What follows belongs to an exercise in optimizing a design on an open flow for small area, a short achievable clock period and few clock cycles per item; a production flow would make more cautious choices.
In this exercise RTL edits were held to simulation tests only and were not proved equivalent to the original.
No activity file was given, so power comes from the tool's default toggle rates.

==> inputs of run K <==
// polyline_proximity_warning_core
module polyline_proximity_warning_core (
  input  logic        clk,
  input  logic        rst_n,
  input  logic        in_tvalid,
  output logic        in_tready,
  input  logic [55:0] in_tdata,    
  input  logic [1:0]  in_tuser,    
  output logic        out_tvalid,
  input  logic        out_tready,
  output logic [31:0] out_tdata,   
  input  logic        cfg_we,
  input  logic [1:0]  cfg_index,
  input  logic [22:0] cfg_wdata
);
export LEC_CHECK = 0
export ABC_AREA = 1
export CAP_MARGIN = 20
export CORE_MARGIN = 2
export CORE_UTILIZATION = 40
export SETUP_SLACK_MARGIN = 5
export SLEW_MARGIN = 20
create_clock -name core_clock -period 11.0 [get_ports {clk}]
run.sh (not shown) runs the stock make flow with config.mk's settings and CLKGATE_MAP_FILE= SYNTH_SCRIPT=/design/flow/synth_recipe.tcl, a recipe that flattens the netlist after the stock synthesis.
==> inputs of run G, as changes to run K <==
--- a/flow/design.v
+++ b/flow/design.v
@@ -491,11 +491,11 @@
   input  logic        cfg_we,
   input  logic [1:0]  cfg_index,
   input  logic [22:0] cfg_wdata
 );
   localparam int Lanes = 2;
-  localparam int SC    = 8;                    
+  localparam int SC    = 6;                    
   localparam int NP    = ppw_pkg::MaxPoints;
   localparam int SL    = (NP + Lanes - 1) / Lanes;   
   localparam int CW    = ppw_pkg::CoordW;
   localparam int QW    = CW - SC;              
   localparam int VW    = ppw_pkg::VtxW;
@@ -564,11 +564,11 @@
   logic            pkv_r [NK];
   logic [UW-1:0]   pu_r;
   logic            sw_run_r, sw_for_b_r, b_live_r;
   logic [5:0]      t_r;
   logic [KW-1:0]   lastkey_r;
-  logic [QW-1:0]   sqx, sqz;                 
+  logic [QW-1:0]   sqx_r, sqz_r;             
   logic [UW-1:0]   u_r;
   logic [KW-1:0]   k_r [NK];
   logic            kv_r [NK];
   logic            sw_start, sw_start_b, sw_abort, last_issue, merge_last;
   logic            a_new, a_restart, hand_sp, short_go, park_now, park_held, mad_r;
@@ -582,67 +582,55 @@
     wdiff = (QW+1)'($signed(p)) - (QW+1)'($signed(v[CW-1:SC]));
   endfunction
   function automatic logic [QW-1:0] omag(input logic [QW:0] w);
     omag = w[QW] ? ~w[QW-1:0] : w[QW-1:0];
   endfunction
-  assign sqx = sw_for_b_r ? pbx_r[sw_slot_r][CW-1:SC] : psx_r[CW-1:SC];
-  assign sqz = sw_for_b_r ? pbz_r[sw_slot_r][CW-1:SC] : psz_r[CW-1:SC];
-  logic [QW:0]     wax_r [Lanes], waz_r [Lanes];
-  logic [QW-1:0]   gx_r  [Lanes], gz_r  [Lanes];
+  logic [QW:0]     wax_r [Lanes], waz_r [Lanes], wbx_r [Lanes], wbz_r [Lanes];
+  logic            altx_r [Lanes], altz_r [Lanes];
   logic [IW-1:0]   j0_r  [Lanes];
   logic            lin_r [Lanes];              
   logic            s0_vld_r, s0_first_r, s0_last_r, s0_b_r;
   logic            s1_first_r, s1_last_r, s1_b_r;
-  function automatic logic [QW-1:0] gap1(input logic [QW-1:0] p, input logic [QW-1:0] a,
-                                         input logic [QW-1:0] b);
-    logic [QW:0] wa, wb, ua, ub, lo, hi;
-    logic        a_lt_b;
-    a_lt_b = ($signed(a) < $signed(b));
-    wa = (QW+1)'($signed(p)) - (QW+1)'($signed(a));             
-    wb = (QW+1)'($signed(p)) - (QW+1)'($signed(b));             
-    ua = (QW+1)'($signed(p)) + ~((QW+1)'($signed(a)));          
-    ub = (QW+1)'($signed(p)) + ~((QW+1)'($signed(b)));          
-    lo = a_lt_b ? wa : wb;                                       
-    hi = a_lt_b ? ub : ua;                                       
-    if (!hi[QW])     gap1 = hi[QW-1:0];     
-    else if (lo[QW]) gap1 = ~lo[QW-1:0];    
-    else             gap1 = '0;
-  endfunction
   always_ff @(posedge clk) begin
     for (int k = 0; k < Lanes; k++) begin
       logic [VW-1:0] va, vb;
       va = slot(ring, k * SL);
       vb = slot(ring, k * SL + 1);
-      wax_r[k]  <= wdiff(sqx, va[CW-1:0]);
-      waz_r[k]  <= wdiff(sqz, va[VW-1:CW]);
-      gx_r[k]   <= gap1(sqx, va[CW-1:SC], vb[CW-1:SC]);
-      gz_r[k]   <= gap1(sqz, va[VW-1:CW+SC], vb[VW-1:CW+SC]);
+      wax_r[k]  <= wdiff(sqx_r, va[CW-1:0]);
+      waz_r[k]  <= wdiff(sqz_r, va[VW-1:CW]);
+      wbx_r[k]  <= wdiff(sqx_r, vb[CW-1:0]);
+      wbz_r[k]  <= wdiff(sqz_r, vb[VW-1:CW]);
+      altx_r[k] <= ($signed(va[CW-1:SC]) < $signed(vb[CW-1:SC]));
+      altz_r[k] <= ($signed(va[VW-1:CW+SC]) < $signed(vb[VW-1:CW+SC]));
       j0_r[k]   <= head + IW'(k * SL);
       lin_r[k]  <= (32'(t_r) < NP - k * SL);
     end
     s0_vld_r   <= sw_run_r && !sw_abort && rst_n;
     s0_first_r <= (t_r == '0);
     s0_last_r  <= (t_r == 6'(SL - 1));
     s0_b_r     <= sw_for_b_r;
   end
+  function automatic logic [QW-1:0] gap2(input logic a_lt_b, input logic [QW:0] wa,
+                                         input logic [QW:0] wb);
+    logic [QW:0] lo, hi;            
+    lo = a_lt_b ? wa : wb;
+    hi = a_lt_b ? wb : wa;
+    if (!hi[QW])     gap2 = hi[QW-1:0];      
+    else if (lo[QW]) gap2 = ~lo[QW-1:0];     
+    else             gap2 = '0;
+  endfunction
   always_ff @(posedge clk) begin
     for (int k = 0; k < Lanes; k++) begin
-      logic [QW-1:0] gx, gz, mx, mz, gm;
-      logic [QW+4:0] gd;
-      gx  = gx_r[k];
-      gz  = gz_r[k];
+      logic [QW-1:0] gx, gz, mx, mz;
+      gx  = gap2(altx_r[k], wax_r[k], wbx_r[k]);
+      gz  = gap2(altz_r[k], waz_r[k], wbz_r[k]);
       mx  = omag(wax_r[k]);
       mz  = omag(waz_r[k]);
-      gm  = (gx > gz) ? gx : gz;
-      gd  = ((QW+5)'(gx) << 3) + ((QW+5)'(gx) << 1) + (QW+5)'(gx) +
-            ((QW+5)'(gz) << 3) + ((QW+5)'(gz) << 1) + (QW+5)'(gz);
-      if (gd[QW+4])                 lg_r[k] <= '1;       
-      else if (gd[QW+3:4] > gm)     lg_r[k] <= gd[QW+3:4];
-      else                          lg_r[k] <= gm;
+      lg_r[k]  <= (gx > gz) ? gx : gz;
       lj_r[k]  <= j0_r[k];
       lsv_r[k] <= lin_r[k] && ((IW+1)'(j0_r[k]) + (IW+1)'(2) <= n_cur);
-      lu_r[k]  <= (mx > mz) ? UW'(mx) + UW'(mz >> 1) + UW'(5) : UW'(mz) + UW'(mx >> 1) + UW'(5);
+      lu_r[k]  <= UW'(mx) + UW'(mz) + UW'(5);
       lvv_r[k] <= lin_r[k] && ((IW+1)'(j0_r[k]) < n_cur);
     end
     s1_vld_r   <= s0_vld_r && !sw_abort && rst_n;
     s1_first_r <= s0_first_r;
     s1_last_r  <= s0_last_r;
@@ -722,11 +710,11 @@
   logic            breq_r [2];
   logic [DW:0]     bnd_r  [2];
   assign ev_thr  = UW'(ev_r >> SC) + UW'(1);
   assign best_nx = (binf_r[ev_tag] || ev_r < best_r[ev_tag]) ? ev_r : best_r[ev_tag];
   for (genvar i = 0; i < NK; i++) begin : g_gx
-    assign gx_ok[i] = (UW'(g_r[ev_tag][i]) < ev_thr);
+    assign gx_ok[i] = (UW'(g_r[ev_tag][i]) <= ev_thr);
   end
   function automatic logic [4:0] kbits_of(input logic [UW-1:0] u, input logic binf,
                                           input logic [DW-1:0] bst);
     logic [UW+SC-1:0] ubig, m;
     ubig = {u, {SC{1'b0}}};
@@ -754,11 +742,11 @@
       logic       qn [NK];
       logic       qx [NK];
       logic       pend, nxq, infl, kil;
       done_s[q] = ev_done && (ev_tag == 1'(q)) && (bst_r[q] == B_RUN);
       for (int i = 0; i < NK; i++) begin
-        qn[i] = v_r[q][i] && (UW'(g_r[q][i]) < thr_r[q]);
+        qn[i] = v_r[q][i] && (UW'(g_r[q][i]) <= thr_r[q]);
         qx[i] = qn[i] && (!done_s[q] || gx_ok[i]);
       end
       pend  = (nst_r[q] != nres_r[q] + 2'd1);
       kil   = done_s[q] && pend && !qx[nres_r[q] + 2'd1];
       ev_kill[q]  = kil;
@@ -824,12 +812,12 @@
       op_b_r <= nxt_b_r;
     end
   end
   always_comb begin
     logic ok0, ok1;
-    ok0 = breq_r[0] && !fin_s[0] && ((bst_r[0] == B_RSW) || (bst_r[0] == B_RUN && !sw_run_r && !s_vld_r && !i_vld_r));
-    ok1 = breq_r[1] && !fin_s[1] && ((bst_r[1] == B_RSW) || (bst_r[1] == B_RUN && !sw_run_r && !s_vld_r && !i_vld_r));
+    ok0 = breq_r[0] && !fin_s[0] && ((bst_r[0] == B_RSW) || (!sw_run_r && !s_vld_r && !i_vld_r));
+    ok1 = breq_r[1] && !fin_s[1] && ((bst_r[1] == B_RSW) || (!sw_run_r && !s_vld_r && !i_vld_r));
     sw_start_b_any = 1'b0;
     rsw_slot_nx    = 1'b0;
     if (!b_sw_busy) begin
       if (head_r ? ok1 : ok0)      begin sw_start_b_any = 1'b1; rsw_slot_nx = head_r;  end
       else if (head_r ? ok0 : ok1) begin sw_start_b_any = 1'b1; rsw_slot_nx = !head_r; end
@@ -954,10 +942,20 @@
     if (sw_start_b || sw_start) begin
       t_r        <= '0;
       sw_for_b_r <= sw_start_b;
       sw_slot_r  <= rsw_slot_nx;
       lastkey_r  <= {g_r[rsw_slot_nx][ND-1], cj_r[rsw_slot_nx][ND-1]};
+      if (sw_start_b) begin
+        sqx_r <= pbx_r[rsw_slot_nx][CW-1:SC];
+        sqz_r <= pbz_r[rsw_slot_nx][CW-1:SC];
+      end else if (a_new) begin
+        sqx_r <= pix_r[CW-1:SC];
+        sqz_r <= piz_r[CW-1:SC];
+      end else begin
+        sqx_r <= psx_r[CW-1:SC];
+        sqz_r <= psz_r[CW-1:SC];
+      end
     end else if (sw_run_r) begin
       t_r <= t_r + 6'd1;
     end
     if (s1_vld_r) begin
       u_r <= nu;
Settings changed: ABC_AREA 1 to not set.
==> inputs of run R, as changes to run K <==
--- a/flow/design.v
+++ b/flow/design.v
@@ -584,65 +584,55 @@
   function automatic logic [QW-1:0] omag(input logic [QW:0] w);
     omag = w[QW] ? ~w[QW-1:0] : w[QW-1:0];
   endfunction
   assign sqx = sw_for_b_r ? pbx_r[sw_slot_r][CW-1:SC] : psx_r[CW-1:SC];
   assign sqz = sw_for_b_r ? pbz_r[sw_slot_r][CW-1:SC] : psz_r[CW-1:SC];
-  logic [QW:0]     wax_r [Lanes], waz_r [Lanes];
-  logic [QW-1:0]   gx_r  [Lanes], gz_r  [Lanes];
+  logic [QW:0]     wax_r [Lanes], waz_r [Lanes], wbx_r [Lanes], wbz_r [Lanes];
+  logic            altx_r [Lanes], altz_r [Lanes];
   logic [IW-1:0]   j0_r  [Lanes];
   logic            lin_r [Lanes];              
   logic            s0_vld_r, s0_first_r, s0_last_r, s0_b_r;
   logic            s1_first_r, s1_last_r, s1_b_r;
-  function automatic logic [QW-1:0] gap1(input logic [QW-1:0] p, input logic [QW-1:0] a,
-                                         input logic [QW-1:0] b);
-    logic [QW:0] wa, wb, ua, ub, lo, hi;
-    logic        a_lt_b;
-    a_lt_b = ($signed(a) < $signed(b));
-    wa = (QW+1)'($signed(p)) - (QW+1)'($signed(a));             
-    wb = (QW+1)'($signed(p)) - (QW+1)'($signed(b));             
-    ua = (QW+1)'($signed(p)) + ~((QW+1)'($signed(a)));          
-    ub = (QW+1)'($signed(p)) + ~((QW+1)'($signed(b)));          
-    lo = a_lt_b ? wa : wb;                                       
-    hi = a_lt_b ? ub : ua;                                       
-    if (!hi[QW])     gap1 = hi[QW-1:0];     
-    else if (lo[QW]) gap1 = ~lo[QW-1:0];    
-    else             gap1 = '0;
-  endfunction
   always_ff @(posedge clk) begin
     for (int k = 0; k < Lanes; k++) begin
       logic [VW-1:0] va, vb;
       va = slot(ring, k * SL);
       vb = slot(ring, k * SL + 1);
       wax_r[k]  <= wdiff(sqx, va[CW-1:0]);
       waz_r[k]  <= wdiff(sqz, va[VW-1:CW]);
-      gx_r[k]   <= gap1(sqx, va[CW-1:SC], vb[CW-1:SC]);
-      gz_r[k]   <= gap1(sqz, va[VW-1:CW+SC], vb[VW-1:CW+SC]);
+      wbx_r[k]  <= wdiff(sqx, vb[CW-1:0]);
+      wbz_r[k]  <= wdiff(sqz, vb[VW-1:CW]);
+      altx_r[k] <= ($signed(va[CW-1:SC]) < $signed(vb[CW-1:SC]));
+      altz_r[k] <= ($signed(va[VW-1:CW+SC]) < $signed(vb[VW-1:CW+SC]));
       j0_r[k]   <= head + IW'(k * SL);
       lin_r[k]  <= (32'(t_r) < NP - k * SL);
     end
     s0_vld_r   <= sw_run_r && !sw_abort && rst_n;
     s0_first_r <= (t_r == '0);
     s0_last_r  <= (t_r == 6'(SL - 1));
     s0_b_r     <= sw_for_b_r;
   end
+  function automatic logic [QW-1:0] gap2(input logic a_lt_b, input logic [QW:0] wa,
+                                         input logic [QW:0] wb);
+    logic [QW:0] lo, hi;            
+    lo = a_lt_b ? wa : wb;
+    hi = a_lt_b ? wb : wa;
+    if (!hi[QW])     gap2 = hi[QW-1:0];      
+    else if (lo[QW]) gap2 = ~lo[QW-1:0];     
+    else             gap2 = '0;
+  endfunction
   always_ff @(posedge clk) begin
     for (int k = 0; k < Lanes; k++) begin
-      logic [QW-1:0] gx, gz, mx, mz, gm;
-      logic [QW+4:0] gd;
-      gx  = gx_r[k];
-      gz  = gz_r[k];
+      logic [QW-1:0] gx, gz, mx, mz;
+      gx  = gap2(altx_r[k], wax_r[k], wbx_r[k]);
+      gz  = gap2(altz_r[k], waz_r[k], wbz_r[k]);
       mx  = omag(wax_r[k]);
       mz  = omag(waz_r[k]);
-      gm  = (gx > gz) ? gx : gz;
-      gd  = ((QW+5)'(gx) << 3) + ((QW+5)'(gx) << 1) + (QW+5)'(gx) +
-            ((QW+5)'(gz) << 3) + ((QW+5)'(gz) << 1) + (QW+5)'(gz);
-      if (gd[QW+4])                 lg_r[k] <= '1;       
-      else if (gd[QW+3:4] > gm)     lg_r[k] <= gd[QW+3:4];
-      else                          lg_r[k] <= gm;
+      lg_r[k]  <= (gx > gz) ? gx : gz;
       lj_r[k]  <= j0_r[k];
       lsv_r[k] <= lin_r[k] && ((IW+1)'(j0_r[k]) + (IW+1)'(2) <= n_cur);
-      lu_r[k]  <= (mx > mz) ? UW'(mx) + UW'(mz >> 1) + UW'(5) : UW'(mz) + UW'(mx >> 1) + UW'(5);
+      lu_r[k]  <= UW'(mx) + UW'(mz) + UW'(5);
       lvv_r[k] <= lin_r[k] && ((IW+1)'(j0_r[k]) < n_cur);
     end
     s1_vld_r   <= s0_vld_r && !sw_abort && rst_n;
     s1_first_r <= s0_first_r;
     s1_last_r  <= s0_last_r;
@@ -722,11 +712,11 @@
   logic            breq_r [2];
   logic [DW:0]     bnd_r  [2];
   assign ev_thr  = UW'(ev_r >> SC) + UW'(1);
   assign best_nx = (binf_r[ev_tag] || ev_r < best_r[ev_tag]) ? ev_r : best_r[ev_tag];
   for (genvar i = 0; i < NK; i++) begin : g_gx
-    assign gx_ok[i] = (UW'(g_r[ev_tag][i]) < ev_thr);
+    assign gx_ok[i] = (UW'(g_r[ev_tag][i]) <= ev_thr);
   end
   function automatic logic [4:0] kbits_of(input logic [UW-1:0] u, input logic binf,
                                           input logic [DW-1:0] bst);
     logic [UW+SC-1:0] ubig, m;
     ubig = {u, {SC{1'b0}}};
@@ -754,11 +744,11 @@
       logic       qn [NK];
       logic       qx [NK];
       logic       pend, nxq, infl, kil;
       done_s[q] = ev_done && (ev_tag == 1'(q)) && (bst_r[q] == B_RUN);
       for (int i = 0; i < NK; i++) begin
-        qn[i] = v_r[q][i] && (UW'(g_r[q][i]) < thr_r[q]);
+        qn[i] = v_r[q][i] && (UW'(g_r[q][i]) <= thr_r[q]);
         qx[i] = qn[i] && (!done_s[q] || gx_ok[i]);
       end
       pend  = (nst_r[q] != nres_r[q] + 2'd1);
       kil   = done_s[q] && pend && !qx[nres_r[q] + 2'd1];
       ev_kill[q]  = kil;
==> summary.txt <==
| item | run G | run R | run K |
|---|---|---|---|
| Outcome | timing/DRC/antenna clean | timing/DRC/antenna clean | timing/DRC/antenna clean |
| Clock Latency Late Sink | 1.13 ns | 1.07 ns | 1.09 ns |
| Maximum achievable frequency | 0.167 GHz | 0.171 GHz | 0.169 GHz |
| Number of sinks driven by the clock tree | 5387 | 5287 | 5277 |
| CP bufs+invs | 3 | 6 | 2 |
| Number of resized instances in the post-cts repair step | 322 | 133 | 194 |
| FFs & Latches | 5387 | 5287 | 5277 |
| Capturing element of the worst setup path | u_seg.p0_r[33] | k_r[0][16] | nxt_j_r[2] |
| Synthesis Warnings | 118 | 118 | 114 |
| Sw Ratio | 0.300 | 0.293 | 0.338 |
| Combinational power | 9.62 mW | 7.77 mW | 15.5 mW |
| Share of cell area taken by multi-input logic gates | 0.414 | 0.388 | 0.407 |
| Starting DRT DRC Count | 17800 | 17600 | 18700 |
| Placed insts | 31300 | 33500 | 35100 |
| Clock input transition at the sequential cells of the worst setup and hold paths | 0.07 ns | 0.06 ns | 0.06 ns |
| Total power divided by cell area | 185 nW/um^2 | 180 nW/um^2 | 203 nW/um^2 |
| Seq pwr | 22.7 mW | 22.1 mW | 22.2 mW |
| Mapped cell area | 245000 sq um | 239000 sq um | 248000 sq um |
| Final non-filler cell total | 32600 | 34600 | 36300 |
| Slew at the pin closest to its max-slew limit | 1.36 ns | 1.09 ns | 1.17 ns |
| Arrival time reported for the critical path endpoint | 6.94 ns | 6.77 ns | 6.70 ns |
| Nets | 26400 | 28600 | 30200 |
| Clock distribution power | 19.4 mW | 18.9 mW | 19.1 mW |
| Count of flip-flops with a built-in enable after synthesis | 1388 | 1316 | 1316 |
| Slowest stage delay, CP | 0.57 ns | 0.90 ns | 0.67 ns |
| Internal power component | 36.2 mW | 34.4 mW | 37.6 mW |
| Sequential share of cell area | 0.435 | 0.441 | 0.425 |
Testbench counts of run K, summed over its fixed seeds: cycles 26,534, queries 640.
Testbench counts of run G, summed over its fixed seeds: cycles 28,061, queries 640.
Testbench counts of run R, summed over its fixed seeds: cycles 28,441, queries 640.

what the ideal ports hide:
No port has a modelled driver above. Below, the same layouts with a new extraction and two added sets of constraints.
Step 1 (the two cells are an assumption about what drives the block):
set clk [get_ports {clk}]
set_driving_cell -lib_cell sky130_fd_sc_hd__clkbuf_16 $clk
set_driving_cell -lib_cell sky130_fd_sc_hd__buf_2 [delete_from_list [all_inputs] $clk]
Step 2, shift: input delay + t, output delay - t, t = (earliest + latest rising clock arrival at the registers) / 2. This alone moves slack from input paths to output paths.
a / b / c = ideal / step 1 / step 2; a / b = the first two.
run	t, ns	slack for setup (ns)	latest minus earliest clock arrival (ns)
run K	1.168	5.078 / 5.078 / 4.871	0.119 / 0.119
run G	1.202	5.027 / 5.011 / 4.567	0.129 / 0.129
run R	1.158	5.154 / 5.154 / 4.221	0.080 / 0.080
After both steps every run listed still meets setup and hold. The setup slack of run R, which loses most, moves by 0.000 ns with the drivers and by -0.933 ns with both steps.
